Source: an optimization exercise on an open RTL-to-GDS flow (aim: small area). Production flows keep margins and buffers that such runs may drop.
The RTL was checked by simulation tests, not by an equivalence proof against the original design.
Power is estimated from default activity; no workload was simulated.

<file path="design/flow/run.sh">
#!/bin/bash
# synth_recipe.tcl (not shown) runs the flow's synth.tcl, then flattens the netlist and writes it again
# the make line also repeats each setting of config.mk as NAME=value (left out here)
make -C /OpenROAD-flow-scripts/flow DESIGN_CONFIG=/design/flow/config.mk WORK_HOME=/design/flow/orfs CLKGATE_MAP_FILE= SYNTH_SCRIPT=/design/flow/synth_recipe.tcl finish
</file>
<file path="design/flow/config.mk">
export PLATFORM = sky130hd
export DESIGN_NAME = cache_top
export DESIGN_NICKNAME = cache_top
export VERILOG_FILES = /design/flow/design.v
export SDC_FILE = /design/flow/constraint.sdc
export NUM_CORES = 4
export LEC_CHECK = 0
export CAP_MARGIN = 10
export CORE_MARGIN = 2
export CORE_UTILIZATION = 65
export CTS_BUF_LIST = sky130_fd_sc_hd__clkbuf_8
export CTS_CLUSTER_DIAMETER = 80
export CTS_CLUSTER_SIZE = 15
export GPL_TIMING_DRIVEN = 0
export SLEW_MARGIN = 10
export SYNTH_HIERARCHICAL = 1
</file>
<file path="design/flow/constraint.sdc">
create_clock -name core_clock -period 10.0 [get_ports {clk}]
set_input_delay 2.0000 -clock core_clock [delete_from_list [all_inputs] [get_ports {clk}]]
set_output_delay 2.0000 -clock core_clock [all_outputs]
set_load 0.01 [all_outputs]
</file>
<file path="design/flow/design.v">
`timescale 1ns/1ps
package cache_pkg;
    localparam int DATA_WIDTH = 8;
    localparam int RAM_DEPTH = 256;
    localparam int ADDR_WIDTH = $clog2(RAM_DEPTH);
    localparam int DEF_WAYS = 4;
    localparam int DEF_SETS = 4;
    localparam int HIT_LATENCY = 2;
    localparam int MISS_LATENCY = 3;
    typedef enum logic {
        OP_READ  = 1'b0,
        OP_WRITE = 1'b1
    } cache_op_e;
    typedef struct packed {
        cache_op_e               op;
        logic [ADDR_WIDTH-1:0]   addr;
        logic [DATA_WIDTH-1:0]   wdata;
    } cache_req_t;
    typedef struct packed {
        logic [DATA_WIDTH-1:0] data;
    } cache_rsp_t;
endpackage
`timescale 1ns/1ps
module ram_aoi3 (
    input  logic [2:0] d,
    input  logic [2:0] s,
    output logic       y
);
    assign y = ~|(d & s);
endmodule
module ram_aoi2 (
    input  logic [1:0] d,
    input  logic [1:0] s,
    output logic       y
);
    assign y = ~|(d & s);
endmodule
module ram_nand_tree (
    input  logic [42:0] n,
    output logic        y
);
    assign y = ~&n;
endmodule
module ram_read_bit (
    input  logic [127:0] d,
    input  logic [127:0] s,
    output logic         y
);
    logic [42:0] n;
    for (genvar i = 0; i < 42; i++) begin : g_aoi
        ram_aoi3 u_aoi (.d(d[i*3 +: 3]), .s(s[i*3 +: 3]), .y(n[i]));
    end
    ram_aoi2 u_last (.d(d[127:126]), .s(s[127:126]), .y(n[42]));
    ram_nand_tree u_tree (.n(n), .y(y));
endmodule
module ram_read (
    input  logic [1023:0] mem,
    input  logic [127:0]  row,
    output logic [7:0]    rd
);
    for (genvar b = 0; b < 8; b++) begin : g_bit
        logic [127:0] d;
        for (genvar r = 0; r < 128; r++) begin : g_row
            assign d[r] = mem[r*8 + b];
        end
        ram_read_bit u_bit (.d(d), .s(row), .y(rd[b]));
    end
endmodule
module ram_port (
    input  logic wsel,
    input  logic wd,
    input  logic keep,
    input  logic q,
    output logic d
);
    assign d = (wsel & wd) | (keep & q);
endmodule
`timescale 1ns/1ps
`timescale 1ns/1ps
`timescale 1ns/1ps
`timescale 1ns/1ps
module cache_top (
    input  logic       clk,
    input  logic       rst,
    input  logic       req_valid,
    input  logic       req_op,
    input  logic [7:0] req_addr,
    input  logic [7:0] req_wdata,
    output logic       req_ready,
    output logic       done,
    output logic [7:0] rsp_data
);
    localparam logic [1:0] S_IDLE = 2'd0, S_LOOKUP = 2'd1, S_MEM = 2'd2, S_DONE = 2'd3;
    logic [1:0] state_q;
    logic       idle, lookup, mem_st;
    assign idle   = (state_q == S_IDLE);
    assign lookup = (state_q == S_LOOKUP);
    assign mem_st = (state_q == S_MEM);
    assign done   = (state_q == S_DONE);
    assign req_ready = idle;
    logic       accept;
    logic       op_q;
    logic [7:0] addr_q;
    logic [7:0] wd_q;
    assign accept = idle && req_valid;
    always_ff @(posedge clk) begin
        if (accept) begin
            addr_q <= req_addr;
            wd_q   <= req_wdata;
        end
    end
    always_ff @(posedge clk or posedge rst) begin
        if (rst) begin
            op_q <= 1'b0;
        end else if (accept) begin
            op_q <= req_op;
        end
    end
    logic [1:0] set_i;
    logic [5:0] tag_i;
    assign set_i = addr_q[1:0];
    assign tag_i = addr_q[7:2];
    logic [5:0] slot_q [4][4];
    logic [3:0] vld_q  [4];
    logic [3:0] m;
    always_comb begin
        for (int j = 0; j < 4; j++) begin
            m[j] = vld_q[set_i][j] && (slot_q[set_i][j] == tag_i);
        end
    end
    logic hit;
    assign hit = |m;
    logic [3:0] sh;
    assign sh[0] = 1'b1;
    assign sh[1] = ~m[0];
    assign sh[2] = ~(m[0] | m[1]);
    assign sh[3] = ~(m[0] | m[1] | m[2]);
    always_ff @(posedge clk) begin
        for (int s = 0; s < 4; s++) begin
            if (done && set_i == 2'(s)) begin
                slot_q[s][0] <= tag_i;
                for (int j = 1; j < 4; j++) begin
                    if (sh[j]) slot_q[s][j] <= slot_q[s][j-1];
                end
            end
        end
    end
    always_ff @(posedge clk or posedge rst) begin
        if (rst) begin
            for (int s = 0; s < 4; s++) vld_q[s] <= '0;
        end else begin
            for (int s = 0; s < 4; s++) begin
                if (done && !hit && set_i == 2'(s)) vld_q[s] <= {vld_q[s][2:0], 1'b1};
            end
        end
    end
    localparam int RL = 32;
    localparam int NR = 8;
    logic [4:0] pos_q;
    logic [1:0] zc_q;
    logic       zero, ram_ok;
    always_ff @(posedge clk or posedge rst) begin
        if (rst) begin
            pos_q <= '0;
            zc_q  <= '0;
        end else begin
            pos_q <= pos_q + 5'd1;
            if (zc_q != 2'd3) zc_q <= zc_q + 2'd1;
        end
    end
    assign zero   = (zc_q != 2'd3);
    assign ram_ok = !zero;
    localparam logic [RL-1:0] PORT = 32'h4924_9249;
    logic [4:0]  wslot;
    logic [7:0]  wring;
    logic [31:0] wss;
    assign wslot = addr_q[4:0] + pos_q;
    always_comb begin
        for (int i = 0; i < RL; i++) wss[i] = (wslot == 5'(i));
        for (int k = 0; k < NR; k++) wring[k] = op_q && (addr_q[7:5] == 3'(k));
    end
    logic [7:0] ring_q [NR][RL];
    logic [7:0] ring_d [NR][RL];
    for (genvar k = 0; k < NR; k++) begin : g_ring
        for (genvar i = 0; i < RL; i++) begin : g_slot
            if (PORT[i]) begin : g_port
                logic wsel, keep;
                assign wsel = wring[k] && wss[(i+RL-1)%RL];
                assign keep = !wsel && !zero;
                for (genvar b = 0; b < 8; b++) begin : g_bit
                    ram_port u_port (.wsel(wsel), .wd(wd_q[b]), .keep(keep),
                                     .q(ring_q[k][(i+RL-1)%RL][b]), .d(ring_d[k][i][b]));
                end
            end else begin : g_shift
                assign ring_d[k][i] = ring_q[k][(i+RL-1)%RL];
            end
        end
    end
    always_ff @(posedge clk) begin
        for (int k = 0; k < NR; k++) begin
            for (int i = 0; i < RL; i++) ring_q[k][i] <= ring_d[k][i];
        end
    end
    logic [7:0]  ra;
    logic [4:0]  rslot;
    logic        at_tap;
    logic [15:0] rss;
    logic [7:0]  rring;
    assign ra     = idle ? req_addr : addr_q;
    assign rslot  = ra[4:0] + pos_q;
    assign at_tap = !rslot[0];
    always_comb begin
        for (int i = 0; i < RL/2; i++) rss[i] = (rslot[4:1] == 4'(i));
        for (int k = 0; k < NR; k++) rring[k] = (ra[7:5] == 3'(k));
    end
    logic [127:0]  row;
    logic [1023:0] tap_flat;
    always_comb begin
        for (int k = 0; k < NR; k++) begin
            for (int i = 0; i < RL/2; i++) begin
                row[k*(RL/2)+i] = rring[k] && rss[i];
                tap_flat[(k*(RL/2)+i)*8 +: 8] = ring_q[k][2*i];
            end
        end
    end
    logic [7:0] tap_raw, tap_rd;
    ram_read u_read (.mem(tap_flat), .row(row), .rd(tap_raw));
    assign tap_rd = ram_ok ? tap_raw : 8'h00;
    logic       fwd;
    logic [7:0] rd_q;
    logic       tap_q;
    assign fwd = op_q && (addr_q == ra);
    always_ff @(posedge clk) begin
        rd_q  <= fwd ? wd_q : tap_rd;
        tap_q <= at_tap;
    end
    logic [7:0] rd;
    assign rd = tap_q ? rd_q : tap_rd;
    logic [7:0] rsp_q;
    always_ff @(posedge clk or posedge rst) begin
        if (rst) begin
            rsp_q <= '0;
        end else if ((lookup && hit) || mem_st) begin
            rsp_q <= op_q ? 8'h00 : rd;
        end
    end
    assign rsp_data = rsp_q;
    always_ff @(posedge clk or posedge rst) begin
        if (rst) begin
            state_q <= S_IDLE;
        end else begin
            case (state_q)
                S_IDLE:   if (req_valid) state_q <= S_LOOKUP;
                S_LOOKUP: state_q <= hit ? S_DONE : S_MEM;
                S_MEM:    state_q <= S_DONE;
                default:  state_q <= S_IDLE;
            endcase
        end
    end
endmodule
</file>
==> impl_metrics.yaml <==
routing:
  finalWirelength_um: 163400
  vias: 36557
  viasPerCell: 6.635
  drt_iter0_drc: 5412
  routedWlPerCell_um: 29.65
  drcViolationCount: 0
  drtAntennaViolNets: 0
  drt_pass1_iterations: 13
hold_path:
  worstHoldPathType: "reg2reg"
worst_setup_path:
  path_cells: "inv_1 > ha_1 > clkbuf_1 > buf_1 > mux2_2 > ha_1 > inv_1 > fa_1 > inv_1 > a21o_1 > a21oi_1 > xnor2_1 > nor2b_1 > nand2_1 > nor2_1 > a222oi_1 > nand4_1 > nor4_1 > nand3_1 > and2_1 > mux2i_1 > nor2_1 > mux2_4"
  slowest_delay_ns: 0.92
  crit_type: "reg2reg"
  start_kind: "flop"
  cp_common_cell: "inv_1"
  cp_slowest_cell: "nand2_1"
  cp_max_fo: 10
  path_delay_family: "simple AND/OR/NAND/NOR gates"
  endpoint_kind: "flop"
  crit_arrival_ns: 9.06
  cp.buffers_inverters: 5
  required_ns: 10.77
clocking:
  cts_setup_buffers: 0
  clockBufferDepth: 3
  cts_tree: "yes"
  cts_hold_buf: 0
  path_clk_slew_ns: 0.12
  cts.repair.resized: 0
  clock_sinks: 2203
  cts_root_buf: "clkbuf_8"
  cts_inserted_buffers: 164
  cts-htree-levels: 4
  clock_latency_ns: 0.92
sta:
  rsz0062_at_grt: "false"
  hold_viol_final: 0
  fin_tns_setup_ns: 0
  finClkSkew_ns: 0.05178
  clock.fmax_ghz: 0.1206
  fin_crit_ns: 8.295
  period_share_pct: 82.95
  slew_viol_final: 0
  relSlewSlack_pct: 5.896
  tightestPinTransition_ns: 1.408
  setup-violations-final: 0
yosys:
  synth_top_area_share_pct: 68.57
  syn_inst: 4040
  synthTopCellsByArea: "dfxtp_1, a22o_1, a222oi_1"
  yosys_warnings: 15
  ys.flop_type: "dfxtp_1"
  ys_ff_latch: 2203
  ys_async_sr_fraction_pct: 1.543
  yosys.area.top_type: "dfxtp_1"
  syn_nets: 4077
  synth_cell_types: 47
  avgSynthCellArea_um2: 14.87
  synth_area_mm2: 0.06006
  synth-edff-count: 112
  ys_seq_area_share_pct: 75.58
pwr:
  peakVddDrop_v: 0.0002490
  leakagePower_nw: 24.78
  p_per_area_mw_per_mm2: 242.3
finish:
  drive_gt1_share_pct: 7.409
  seq_area_mm2: 0.04539
  n_fill_cell: 6229
  area_growth_pct: 9.256
  final_util_pct: 71.58
  final_cell_mix: "dfxtp_1, a22o_1, a222oi_1"
  final_nets: 4328
  final_common_cell: "dfxtp_1"
  multi_input_area_mm2: 0.01438
floorplan:
  die_x_um: 308.0
  start_util_pct: 65.52
  num_rows: 111
  core-area_mm2: 0.09166
  design.die.area_mm2: 0.09484
  io_pins: 30
  fp.dieH_um: 308.0
grt:
  track_usage_pct: 34.26
  grt_pass1_vias: 35041
  grt_start_max_net_pins: 35
  overflow: 0
  antenna_found_initial: 9
  grt_pass1_wl_um: 236400
placed_design:
  portBuffers: 29
  globalplace.congestion: 0.9655
  dp_hpwl_um: 113800
run_status:
  status: "no timing/DRC/antenna violations"
flow_run:
  drv_cap: 0
[synth_stat cells, drive strengths merged, types with 15 or more instances]
library cell / instances
nor4: 17
clkbuf: 34
edfxtp: 112
nor2: 249
dfxtp: 2057
ha: 15
mux2: 39
nor2b: 92
mux2i: 22
mux4: 20
nand4: 89
a222oi: 336
inv: 18
nand2: 40
xnor2: 38
a22o: 704
dfrtp: 34
nand3: 28
[Yosys stat by module (local to each module, per instance), excerpt]
module,flip-flops and latches,times used,cells,cell area (µm²)
cache_top,2203,1,2872,49710
ram_nand_tree,0,8,15,90.09
ram_aoi3,0,336,1,10.01
ram_aoi2,0,8,1,12.51
ram_port,0,704,1,8.758
[cell families (layout without fill, tap and decap cells)]
group	count (synthesis)	after routing	share of synthesized area [%]
AO/OA/AOI/OAI	1070	1070	16.30
XOR/XNOR	51	51	0.7438
adder cells (fa/ha/maj)	17	17	0.3792
buffers and inverters	66	345	0.5062
flip-flops	2203	2203	75.58
multiplexers	81	81	1.948
other	0	5	0
AND/OR/NAND/NOR	552	552	4.535
[registers in the layout, summed over array words and instances (netlist names)]
register,cells
addr_q,8
op_q,1
pos_q,5
rd_q,8
ring_q,2048
rsp_q,8
slot_q,96
state_q,2
tap_q,1
vld_q,16
wd_q,8
zc_q,2
[metal layers]
metal / routed length (µm) / up-vias / track usage (%)
met5: 0 / - / 0
met2: 72500 / 1954 / 52.65
met4: 6924 / 0 / 13.90
met1: 68740 / 18167 / 48.01
li1: - / 16043 / -
met3: 15220 / 393 / 6.631
[where the power goes]
| group | internal, mW | switching [mW] | leakage, nW |
|---|---|---|---|
| sequential | 9.55 | 0.373 | 18.0 |
| combinational | 0.613 | 1.17 | 5.42 |
| clock | 1.55 | 2.64 | 1.33 |
[per-stage QoR]
step	hold WS, ns	std cells	instance area [µm²]	setup WS [ns]	total power [mW]
2_1_floorplan	0.3096	4040	60060	4.805	10.82
3_3_place_gp	0.3095	5255	61830	1.174	11.61
3_5_place_dp	0.3121	5311	63110	1.224	11.84
4_1_cts	0.3105	5505	65600	1.856	15.89
5_1_grt	0.3113	5509	65610	1.647	16.40
6_report	0.3039	5510	65620	1.705	15.90
[final timing paths]
kind	startpoint	endpoint	slack, ns	depth (start not counted)
max in group asynchronous	rst	rsp_q[0]	8.02	2
hold / removal	ring_q[193][4]	ring_q[194][4]	0.30	0
min in group asynchronous	rst	zc_q[1]	1.52	2
hold reg to reg	ring_q[193][4]	ring_q[194][4]	0.30	0
setup / recovery	state_q[0]	rsp_q[3]	1.70	23
setup reg to reg	state_q[0]	rsp_q[3]	1.70	23
[final cells by class]
class                      count  area share [%]
multi-input combinational   1771           21.91
tap                         1186           2.261
sequential                  2203           69.18
clock buffer                 172           3.608
buffer                        47          0.3566
timing repair buffer          85           2.366
inverter                      19          0.1087
clock inverter                22          0.1926
antenna                        5         0.01907

-- port drivers added, routing unchanged --
In the flow no input, the clock included, has a driving cell. The finished layout below was timed again as built, in two steps. Step 1 assumes that a clkbuf_16 drives the clock port and a buf_2 every other input. Step 2 moves the port delays by t, midway between the first and last clock arrival at a register: inputs arrive t later, outputs are due t later. That takes back most of the time a late clock gives input paths. Three values: ideal ports, drivers, drivers and shift; two values: the first two.
t (ns): 0.954
setup WS [ns]: 1.705 / 1.705 / 0.988
worst hold slack (ns): 0.304 / 0.304 / 0.304
worst setup path at the end: input to register
slew at the worst register clock pin (ns): 0.12 / 0.12
After both steps this run still meets setup and hold. The setup slack of this run moves by 0.000 ns with the drivers and by -0.717 ns with both steps.
